Background: an optimization exercise with open tools, aiming at small area, a short achievable clock period and few clock cycles per item. Do not read the settings as production practice.
RTL that was checked went through simulation tests only; none was proved equivalent to the original.
Power and IR drop assume default switching activity.

the previous run:
==> flow/design.v <==
`default_nettype none
package chrl_pkg;
  localparam int unsigned MAX_NODES_DEF = 16;
  localparam int unsigned HASH_BITS_DEF = 64;
  localparam int unsigned TAG_BITS_DEF  = 8;
  localparam int unsigned IN_HASH_W = 64;
  localparam int unsigned IN_TAG_W  = 8;
  localparam int unsigned IN_DATA_W = IN_HASH_W + IN_TAG_W;
  localparam int unsigned IN_USER_W = 1;
  localparam int unsigned OUT_STATUS_W = 2;
  localparam int unsigned OUT_OWNER_W  = 8;
  localparam int unsigned OUT_COUNT_W  = 5;
  localparam int unsigned OUT_USED_W   = OUT_STATUS_W + OUT_OWNER_W + OUT_COUNT_W;
  localparam int unsigned OUT_DATA_W   = ((OUT_USED_W + 7) / 8) * 8;
  localparam int unsigned OUT_OWNER_LO = OUT_STATUS_W;
  localparam int unsigned OUT_COUNT_LO = OUT_STATUS_W + OUT_OWNER_W;
  localparam logic OP_JOIN   = 1'b0;
  localparam logic OP_LOOKUP = 1'b1;
  localparam logic [OUT_STATUS_W-1:0] STAT_OK    = 2'd0;
  localparam logic [OUT_STATUS_W-1:0] STAT_EMPTY = 2'd1;
  localparam logic [OUT_STATUS_W-1:0] STAT_FULL  = 2'd2;
  typedef enum logic [1:0] {
    ST_IDLE,
    ST_LOOK,
    ST_JOIN,
    ST_FIN
  } chrl_state_e;
endpackage
`default_nettype wire
`default_nettype none
module chrl_ram #(
  parameter int unsigned WIDTH = 8,
  parameter int unsigned DEPTH = 16
) (
  input  logic                   clk_i,
  input  logic                   we_i,
  input  logic [WIDTH-1:0]       wdata_i,
  output logic [DEPTH*WIDTH-1:0] data_o     
);
  logic [DEPTH*WIDTH-1:0] mem_q;
  always_ff @(posedge clk_i) begin
    mem_q <= {mem_q[(DEPTH-1)*WIDTH-1:0],
              we_i ? wdata_i : mem_q[(DEPTH-1)*WIDTH +: WIDTH]};
  end
  assign data_o = mem_q;
endmodule
`default_nettype wire
`default_nettype none
import chrl_pkg::*;
module consistent_hash_ring_lookup #(
  parameter int unsigned MAX_NODES = chrl_pkg::MAX_NODES_DEF,
  parameter int unsigned HASH_BITS = chrl_pkg::HASH_BITS_DEF,
  parameter int unsigned TAG_BITS  = chrl_pkg::TAG_BITS_DEF
) (
  input  logic                             clk_i,
  input  logic                             rst_ni,
  input  logic                             s_axis_tvalid,
  output logic                             s_axis_tready,
  input  logic [chrl_pkg::IN_DATA_W-1:0]   s_axis_tdata,
  input  logic [chrl_pkg::IN_USER_W-1:0]   s_axis_tuser,
  output logic                             m_axis_tvalid,
  input  logic                             m_axis_tready,
  output logic [chrl_pkg::OUT_DATA_W-1:0]  m_axis_tdata
);
  localparam int unsigned N      = MAX_NODES;
  localparam int unsigned CNT_W  = $clog2(MAX_NODES + 1);
  localparam int unsigned WORD_W = HASH_BITS + TAG_BITS;
  localparam int unsigned RES_W  = OUT_USED_W;
  localparam int unsigned OBUF   = 3;   
  localparam logic [CNT_W-1:0] CNT_MAX = CNT_W'(MAX_NODES);
  localparam int unsigned HALF_W = HASH_BITS / 2;
  function automatic logic [1:0] half_cmp(input logic [HALF_W-1:0] a, input logic [HALF_W-1:0] b);
    logic [HALF_W-1:0] g, p;
    g = a & ~b;
    p = a | ~b;
    for (int w = 1; w < HALF_W; w = w * 2) begin
      for (int k = 0; k + w < HALF_W; k = k + 2 * w) begin
        p[k] = g[k + w] | (p[k + w] & p[k]);
        g[k] = g[k + w] | (p[k + w] & g[k]);
      end
    end
    half_cmp = {g[0], p[0]};
  endfunction
  logic                 room_q;      
  logic                 join_ok_q;   
  logic                 in_accept;
  logic                 in_join;
  logic [HASH_BITS-1:0] in_hash;
  logic [TAG_BITS-1:0]  in_tag;
  assign s_axis_tready = room_q && (join_ok_q || (s_axis_tuser[0] == OP_LOOKUP));
  assign in_accept     = s_axis_tvalid && s_axis_tready;
  assign in_join       = (s_axis_tuser[0] == OP_JOIN);
  assign in_hash       = s_axis_tdata[HASH_BITS-1:0];
  assign in_tag        = TAG_BITS'(s_axis_tdata[IN_HASH_W +: IN_TAG_W]);
  logic [N-1:0]         vld_q;       
  logic [CNT_W-1:0]     count_q;
  logic                 full;
  logic                 a_ins;       
  logic [N*WORD_W-1:0]  ram_data;
  logic [N-1:0]         ge;          
  assign full  = (count_q == CNT_MAX);
  assign a_ins = in_accept && in_join && !full;
  chrl_ram #(
    .WIDTH (WORD_W),
    .DEPTH (N)
  ) u_ram (
    .clk_i   (clk_i),
    .we_i    (a_ins),
    .wdata_i ({in_tag, ~in_hash}),    
    .data_o  (ram_data)
  );
  always_comb begin
    for (int p = 0; p < N; p++) begin
      logic [1:0] hi, lo;
      hi = half_cmp(~ram_data[p*WORD_W + HALF_W +: HALF_W], in_hash[HALF_W +: HALF_W]);
      lo = half_cmp(~ram_data[p*WORD_W +: HALF_W], in_hash[0 +: HALF_W]);
      ge[p] = (hi[1] | (hi[0] & lo[0])) & vld_q[p];
    end
  end
  logic                 b_valid_q;
  logic                 b_join_q;
  logic                 b_ins_q;       
  logic [N-1:0]         b_ge_q;
  logic [TAG_BITS-1:0]  b_tag_q;
  always_ff @(posedge clk_i) begin
    b_join_q <= in_join;
    b_ins_q  <= a_ins;
    b_ge_q   <= ge;
    b_tag_q  <= in_tag;
  end
  logic [N-1:0]        prec_q [N];    
  logic [N-1:0]        prec_d [N];
  logic [TAG_BITS-1:0] head_tag_q;    
  logic [N-1:0]        bge;           
  logic [N-1:0]        gm;
  logic [N-1:0]        sel;
  logic [N-1:0]        vld_old;       
  logic                any_ge;
  logic                new_head;
  logic [TAG_BITS-1:0] owner;
  logic [OUT_STATUS_W-1:0] b_status;
  assign bge     = {b_ge_q[N-2:0], b_ge_q[N-1]};
  assign gm      = bge;
  assign any_ge  = |gm;
  assign vld_old = {vld_q[N-1:1], 1'b0};      
  always_comb begin
    for (int p = 0; p < N; p++) begin
      sel[p] = gm[p];
      for (int q = 0; q < N; q++) begin
        if (q < p) begin
          if (gm[q] && prec_q[q][p]) sel[p] = 1'b0;
        end else if (q > p) begin
          if (gm[q] && !prec_q[p][q]) sel[p] = 1'b0;
        end
      end
    end
  end
  always_comb begin
    owner = '0;
    for (int p = 0; p < N; p++) begin
      owner |= sel[p] ? ram_data[p*WORD_W + HASH_BITS +: TAG_BITS] : '0;
    end
    if (!any_ge) owner = head_tag_q;
  end
  assign new_head = &(bge | ~vld_old);
  always_comb begin
    for (int p = 0; p < N; p++) prec_d[p] = '0;
    for (int p = 0; p < N - 1; p++) begin
      for (int q = p + 1; q < N - 1; q++) begin
        prec_d[p+1][q+1] = prec_q[p][q];
      end
      prec_d[0][p+1] = !prec_q[p][N-1];
    end
    if (b_valid_q && b_ins_q) begin
      for (int q = 1; q < N - 1; q++) begin
        prec_d[1][q+1] = bge[q];
      end
      prec_d[0][1] = !bge[N-1];
    end
  end
  always_ff @(posedge clk_i) begin
    for (int p = 0; p < N; p++) begin
      for (int q = p + 1; q < N; q++) begin
        prec_q[p][q] <= prec_d[p][q];
      end
    end
    if (b_valid_q && b_ins_q && new_head) begin
      head_tag_q <= b_tag_q;
    end
  end
  always_comb begin
    if (b_join_q) b_status = b_ins_q ? STAT_OK : STAT_FULL;
    else          b_status = (count_q != '0) ? STAT_OK : STAT_EMPTY;
  end
  logic [RES_W-1:0] b_result;
  assign b_result = {OUT_COUNT_W'(count_q),
                     ((!b_join_q && (count_q != '0)) ? owner : TAG_BITS'(0)),
                     b_status};
  logic [RES_W-1:0] ob_data_q [OBUF];
  logic [OBUF-1:0]  ob_vld_q;         
  logic             ob_pop;
  logic [OBUF-1:0]  ob_vld_pop;       
  assign ob_pop     = ob_vld_q[0] && m_axis_tready;
  assign ob_vld_pop = ob_pop ? (ob_vld_q >> 1) : ob_vld_q;
  always_ff @(posedge clk_i) begin
    for (int i = 0; i < OBUF; i++) begin
      if (b_valid_q && !ob_vld_pop[i] && ((i == 0) ? 1'b1 : ob_vld_pop[i-1])) begin
        ob_data_q[i] <= b_result;
      end else if (ob_pop && (i < OBUF - 1)) begin
        ob_data_q[i] <= ob_data_q[(i < OBUF - 1) ? i + 1 : i];
      end
    end
  end
  logic [2:0] inflight_d;
  logic       room_d;
  logic [N-1:0] vld_d;
  logic [CNT_W-1:0] count_d;
  always_comb begin
    inflight_d = 3'(in_accept) + 3'(b_valid_q) + 3'(ob_vld_pop[0]) + 3'(ob_vld_pop[1]) + 3'(ob_vld_pop[2]);
    room_d     = (inflight_d < 3'(OBUF));
    vld_d      = {vld_q[N-2:0], a_ins ? 1'b1 : vld_q[N-1]};
    count_d    = a_ins ? count_q + CNT_W'(1) : count_q;
  end
  always_ff @(posedge clk_i or negedge rst_ni) begin
    if (!rst_ni) begin
      b_valid_q <= 1'b0;
      ob_vld_q  <= '0;
      room_q    <= 1'b0;
      join_ok_q <= 1'b0;
      vld_q     <= '0;
      count_q   <= '0;
    end else begin
      b_valid_q <= in_accept;
      ob_vld_q  <= b_valid_q ? {ob_vld_pop[OBUF-2:0], 1'b1} : ob_vld_pop;
      room_q    <= room_d;
      join_ok_q <= (count_d == CNT_MAX) || !vld_d[N-1];
      vld_q     <= vld_d;
      count_q   <= count_d;
    end
  end
  assign m_axis_tvalid = ob_vld_q[0];
  assign m_axis_tdata  = OUT_DATA_W'(ob_data_q[0]);
endmodule
`default_nettype wire
==> flow/config.mk <==
export PLATFORM = sky130hd
export DESIGN_NAME = consistent_hash_ring_lookup
export DESIGN_NICKNAME = consistent_hash_ring_lookup
export VERILOG_FILES = /design/flow/design.v
export SDC_FILE = /design/flow/constraint.sdc
export NUM_CORES = 4
export LEC_CHECK = 0
export CAP_MARGIN = 20
export CORE_MARGIN = 2
export CORE_UTILIZATION = 50
export CTS_CLUSTER_DIAMETER = 120
export CTS_CLUSTER_SIZE = 30
export SETUP_SLACK_MARGIN = 2.9
export SLEW_MARGIN = 20
==> flow/constraint.sdc <==
create_clock -name core_clock -period 6.0 [get_ports {clk_i}]
set_input_delay 1.2000 -clock core_clock [delete_from_list [all_inputs] [get_ports {clk_i}]]
set_output_delay 1.2000 -clock core_clock [all_outputs]
set_load 0.01 [all_outputs]
standard.sh (not shown) runs the stock make flow with config.mk's settings and CLKGATE_MAP_FILE= SYNTH_SCRIPT=/design/flow/synth_recipe.tcl, a recipe that flattens the netlist after the stock synthesis.
==> flow/flow/run.sh <==
#!/bin/bash
# The standard layout with two changes:
#  - synthesis maps the logic with flow/abc_map.script (see flow/abc_override.tcl);
#    the synthesis script is otherwise the standard flow's synth_recipe.tcl, unchanged;
#  - the buffers on every input and output port are buf_4 cells instead of the
#    slow delay buffers buffer_ports picks by default.
# Each tool's output goes to a log here: synthesis and the rest of the flow
# write standard.log, and ORFS keeps its per-step logs under orfs/logs.
set -euo pipefail
here=$(pwd)
export FLOW_ABC_SCRIPT="$here/flow/abc_map.script"
export BUFFER_PORTS_ARGS="-buffer_cell sky130_fd_sc_hd__buf_4"
{ head -n 1 synth_recipe.tcl; cat flow/abc_override.tcl; tail -n +2 synth_recipe.tcl; } > my_synth.tcl
sed "s#SYNTH_SCRIPT=[^ ]*synth_recipe.tcl#SYNTH_SCRIPT=$here/my_synth.tcl#" standard.sh > my_standard.sh
grep -q "SYNTH_SCRIPT=$here/my_synth.tcl" my_standard.sh
bash my_standard.sh > standard.log 2>&1
==> flow/flow/abc_map.script <==
strash
ifraig
scorr
dc2
dch -f
map -D 1200
topo
buffer -c
upsize -c -D 1200
dnsize -c -D 1200
==> flow/flow/abc_override.tcl <==
# Map the logic with flow/abc_map.script instead of ORFS's abc_speed.script:
# ORFS hands abc a clock period it reads as 6 ps, and its script then builds
# the 64-bit comparators as long maj3 chains. abc_map.script maps with a
# real delay target and recovers area under it. Everything else about the
# synthesis (registers, flattening, names) is the standard flow's.
proc abc {args} {
  set out {}
  set skip 0
  foreach a $args {
    if {$skip == 1} { lappend out $::env(FLOW_ABC_SCRIPT); set skip 0; continue }
    if {$skip == 2} { set skip 0; continue }
    if {$a eq "-script"} { lappend out $a; set skip 1; continue }
    if {$a eq "-D"} { set skip 2; continue }
    lappend out $a
  }
  yosys abc {*}$out
}
Relative to the previous run, the following input files were edited for the current run:
--- a/flow/design.v
+++ b/flow/design.v
@@ -80,16 +80,15 @@
       end
     end
     half_cmp = {g[0], p[0]};
   endfunction
-  logic                 room_q;      
-  logic                 join_ok_q;   
+  logic                 ready_q;
   logic                 in_accept;
   logic                 in_join;
   logic [HASH_BITS-1:0] in_hash;
   logic [TAG_BITS-1:0]  in_tag;
-  assign s_axis_tready = room_q && (join_ok_q || (s_axis_tuser[0] == OP_LOOKUP));
-  assign in_accept     = s_axis_tvalid && s_axis_tready;
+  assign s_axis_tready = ready_q;
+  assign in_accept     = s_axis_tvalid && ready_q;
   assign in_join       = (s_axis_tuser[0] == OP_JOIN);
   assign in_hash       = s_axis_tdata[HASH_BITS-1:0];
   assign in_tag        = TAG_BITS'(s_axis_tdata[IN_HASH_W +: IN_TAG_W]);
   logic [N-1:0]         vld_q;       
@@ -214,27 +213,28 @@
   logic [2:0] inflight_d;
   logic       room_d;
   logic [N-1:0] vld_d;
   logic [CNT_W-1:0] count_d;
+  logic       go_d;
   always_comb begin
     inflight_d = 3'(in_accept) + 3'(b_valid_q) + 3'(ob_vld_pop[0]) + 3'(ob_vld_pop[1]) + 3'(ob_vld_pop[2]);
     room_d     = (inflight_d < 3'(OBUF));
     vld_d      = {vld_q[N-2:0], a_ins ? 1'b1 : vld_q[N-1]};
     count_d    = a_ins ? count_q + CNT_W'(1) : count_q;
+    go_d       = (count_d == CNT_MAX) || !vld_d[N-1] ||
+                 (s_axis_tvalid && !in_accept && (s_axis_tuser[0] == OP_LOOKUP));
   end
   always_ff @(posedge clk_i or negedge rst_ni) begin
     if (!rst_ni) begin
       b_valid_q <= 1'b0;
       ob_vld_q  <= '0;
-      room_q    <= 1'b0;
-      join_ok_q <= 1'b0;
+      ready_q   <= 1'b0;
       vld_q     <= '0;
       count_q   <= '0;
     end else begin
       b_valid_q <= in_accept;
       ob_vld_q  <= b_valid_q ? {ob_vld_pop[OBUF-2:0], 1'b1} : ob_vld_pop;
-      room_q    <= room_d;
-      join_ok_q <= (count_d == CNT_MAX) || !vld_d[N-1];
+      ready_q   <= room_d && go_d;
       vld_q     <= vld_d;
       count_q   <= count_d;
     end
   end
==> results.txt <==
- Part of the total power dissipated in combinational logic, the previous run and the current run: smaller value in the previous run
- [compare] base=the previous run new=the current run: proportion of synthesized flip-flops having asynchronous set or reset closely matched the old numbers; total via count in the routed design now sits lower; sequential portion of the cell area saw an increase.
- Combined area of the multi-input logic cells across the previous run and the current run: no real change.
- Taking the previous run as the reference, in the current run net switching fraction of the power picked up an extra 0.35 points, total detailed-routing wirelength lost about 0.7%.
- Cell count, the previous run and the current run, higher one = the current run.
- A kind of critical path of in2reg is what the previous run shows, while reg2reg belongs to the current run.
- Global-route usage (lower): the current run
- Est. power | the current run vs the previous run | the current run higher
- The previous run -> the current run: net count reported at finish flat
- Core utilization: the current run lower than the previous run
- Comparing the current run with the previous run, the part of the power in the clock network came out essentially unchanged.
- Number of non-clock buffers in the layout (the current run / the previous run): 0.803
Testbench counts of the current run, summed over its fixed seeds: cycles 32,567, items 32,000.
Function not checked in the previous run: the RTL went through the layout flow alone.

-- what the ideal ports hide --
How much do the figures lean on ideal ports? The routed layouts below were timed once more, with nothing changed but the port constraints.
Step 1: set_driving_cell puts a clkbuf_16 on clk_i and a buf_2 on each other input, an assumption about the parent block.
Step 2 adds t to the input delays and takes it off the output delays; t is the mean of the earliest and latest rising clock arrival at the registers after step 1. Input paths then give back, and output paths get back, about the clock's delay inside the block.
a / b / c = no drivers / after step 1 / after step 2; a / b = the first two.
| run | t (ns) | setup slack, ns | worst hold slack (ns) | pins driven straight from the clock port |
|---|---|---|---|---|
| the previous run | 0.754 | 2.879 / 2.880 / 2.126 | 0.344 / 0.344 / 0.344 | 1 |
| the current run | 0.770 | 2.935 / 2.935 / 2.218 | 0.339 / 0.339 / 0.339 | 1 |
After both steps every run listed still meets setup and hold. The setup slack of the previous run, which loses most, moves by +0.001 ns with the drivers and by -0.753 ns with both steps.
